Background: an optimization exercise with open tools, aiming at small area. Do not read the settings as production practice. Only simulation tests tie the RTL to the original design; equivalence was not proved. No activity file was given, so power comes from the tool's default toggle rates.

## job 1359
==> flow/design.v (excerpt) <==
module timetag_top (
	input  wire                     clk,
	input  wire                     rst,
	input  wire [7:0]               cmd_data,
	input  wire                     cmd_wr,
	input  wire [4-1:0]  detectors,
	output logic [4-1:0] laser_en,
	output logic                    rec_valid,
	output logic [31:0]             rec_data
);
Settings: LEC_CHECK=0, CAP_MARGIN=0, CORE_MARGIN=2, CORE_UTILIZATION=70, GPL_TIMING_DRIVEN=0, SLEW_MARGIN=0; clock period 5.0 ns.
standard.sh (not shown) runs the stock make flow with config.mk's settings and CLKGATE_MAP_FILE= SYNTH_SCRIPT=/design/flow/synth_recipe.tcl, a recipe that flattens the netlist after the stock synthesis.
==> flow/flow/run.sh <==
#!/bin/bash
# Layout flow: the standard ORFS flow with an area-oriented ABC mapping
# script, a coarser clock tree and small port buffers. Every other step is
# the standard one.
set -euo pipefail
HERE=$PWD
FLOWDIR=$HERE/flow

# Synthesis script: the standard flow's, with the final ABC call using our script
{
	head -n 1 synth_recipe.tcl
	cat <<'TCL'
proc abc {args} {
  set i [lsearch -exact $args -script]
  if { $i >= 0 } { lset args [expr {$i + 1}] $::env(MY_ABC_SCRIPT) }
  yosys abc {*}$args
}
TCL
	tail -n +2 synth_recipe.tcl
} > my_synth.tcl
export MY_ABC_SCRIPT=$FLOWDIR/abc_area.script

MAKELINE=$(grep '^make ' standard.sh)
MAKELINE=${MAKELINE//SYNTH_SCRIPT=$HERE\/synth_recipe.tcl/SYNTH_SCRIPT=$HERE\/my_synth.tcl}
MAKELINE=${MAKELINE%\"\$\{@:-finish\}\"}
echo "$MAKELINE" > make_cmd.txt

EXTRA=()
if [[ -f $FLOWDIR/extra.sh ]]; then source $FLOWDIR/extra.sh; fi

eval "$MAKELINE" '"${EXTRA[@]}"' finish > make.log 2>&1

RES=$(sed -n 's/.*WORK_HOME=\([^ ]*\).*/\1/p' make_cmd.txt)/results/sky130hd/timetag_top/base
: # left out here: write the final layout as DEF
==> flow/flow/abc_area.script <==
strash
dc2
dch
amap -F 10 -A 10
topo
stime -c
dnsize -c
==> flow/flow/extra.sh <==
EXTRA=(
	"ADDER_MAP_FILE="
	"CTS_ARGS=-sink_clustering_enable -repair_clock_nets -sink_clustering_size 16 -sink_clustering_max_diameter 60 -dont_use_dummy_load -buf_list sky130_fd_sc_hd__clkbuf_8"
	"BUFFER_PORTS_ARGS=-buffer_cell sky130_fd_sc_hd__buf_1"
)
What job 7285 does differently from job 1359 at the input level:
- CORE_UTILIZATION: 70 -> 60
==> flow/flow/extra.sh <==
EXTRA=(
	"ADDER_MAP_FILE="
	"CTS_ARGS=-sink_clustering_enable -repair_clock_nets -sink_clustering_size 10 -sink_clustering_max_diameter 50 -dont_use_dummy_load -buf_list sky130_fd_sc_hd__clkbuf_4"
	"BUFFER_PORTS_ARGS=-buffer_cell sky130_fd_sc_hd__buf_1"
)
--- outcome ---
Having completed the whole flow, job 7285 delivered a layout that passed the timing, DRC and antenna checks.
[compare] base=job 1359 new=job 7285: maximum clock rate climbed 0.96%, number of standard-cell rows in the floorplan climbed 8.5%, shortest clock period the worst path allows after layout dropped 0.043 ns.
## Diff of input files: job 6462 against job 7285
==> flow/flow/extra.sh <==
EXTRA=(
	"ADDER_MAP_FILE="
	"CTS_ARGS=-sink_clustering_enable -repair_clock_nets -sink_clustering_size 16 -sink_clustering_max_diameter 60 -dont_use_dummy_load -buf_list sky130_fd_sc_hd__clkbuf_8"
	"BUFFER_PORTS_ARGS=-buffer_cell sky130_fd_sc_hd__buf_1"
)
## What came out
- Going from job 7285 to job 6462, number of antenna violations at the first check in global routing shrinks by 1.
- The relative contribution of combinational cells to total power was comparable across job 7285 and job 6462.
- Measured against each other, job 7285 and job 6462 differ in layout-stage area growth over the synthesis result, the lower figure coming from job 7285.
- Number of max-slew violations in the final report essentially unchanged between job 6462 and job 7285.
- Worst stage delay on the critical path of job 7285 is on par with job 6462.
- Job 7285 -> job 6462: number of sequential cells delta 0, exact match
- Post-route clock period utilization was lower in job 7285 than in job 6462.
- On post-layout instance area, job 7285 and job 6462 are basically level.
- Sort job 7285 and job 6462 by worst-case register-to-register setup slack desc -> top: job 7285
- | total power | job 6462 vs job 7285 | worse |
### job 6462 -> job 7442
==> flow/flow/extra.sh <==
EXTRA=(
	"ADDER_MAP_FILE="
	"CTS_ARGS=-sink_clustering_enable -repair_clock_nets -sink_clustering_size 16 -sink_clustering_max_diameter 60 -dont_use_dummy_load -buf_list {sky130_fd_sc_hd__clkbuf_4 sky130_fd_sc_hd__clkbuf_8}"
	"BUFFER_PORTS_ARGS=-buffer_cell sky130_fd_sc_hd__buf_1"
)
[summary]
- Compared with job 6462, in job 7442 number of non-clock buffers in the layout held steady, net switching power ~0 delta.
- Reported for job 7442 and job 6462, non-clock buffering overhead in the final layout turned out identical to the last digit.
- Re setup-violating endpoint count in the final report: no difference whatsoever between job 6462 and job 7442.
- Job 7442 finished all stages; the layout is clean.
- From job 6462 to job 7442, filler cell count did not move at all.

-- port drivers added, routing unchanged --
No port has a modelled driver above. Below, the same layouts with a new extraction and two added sets of constraints. Step 1: set_driving_cell puts a clkbuf_16 on clk and a buf_2 on each other input, an assumption about the parent block. Step 2 also shifts input and output timing later by t, the mid clock arrival at the registers, as if the neighbouring blocks saw the same clock. Three values: no drivers, after step 1, after step 2; two values: the first two.
| run | shift t [ns] | slack for setup (ns) | hold slack, ns | worst data-port slew with drivers (ns) |
|---|---|---|---|---|
| job 1359 | 0.577 | 0.492 / 0.453 / 0.863 | 0.339 / 0.339 / 0.339 | 0.03 |
| job 7285 | 0.645 | 0.535 / 0.496 / 0.812 | 0.330 / 0.330 / 0.330 | 0.03 |
| job 6462 | 0.571 | 0.504 / 0.462 / 0.843 | 0.335 / 0.335 / 0.335 | 0.03 |
| job 7442 | 0.571 | 0.504 / 0.462 / 0.843 | 0.335 / 0.335 / 0.335 | 0.03 |
After both steps setup and hold are still met in every run listed.
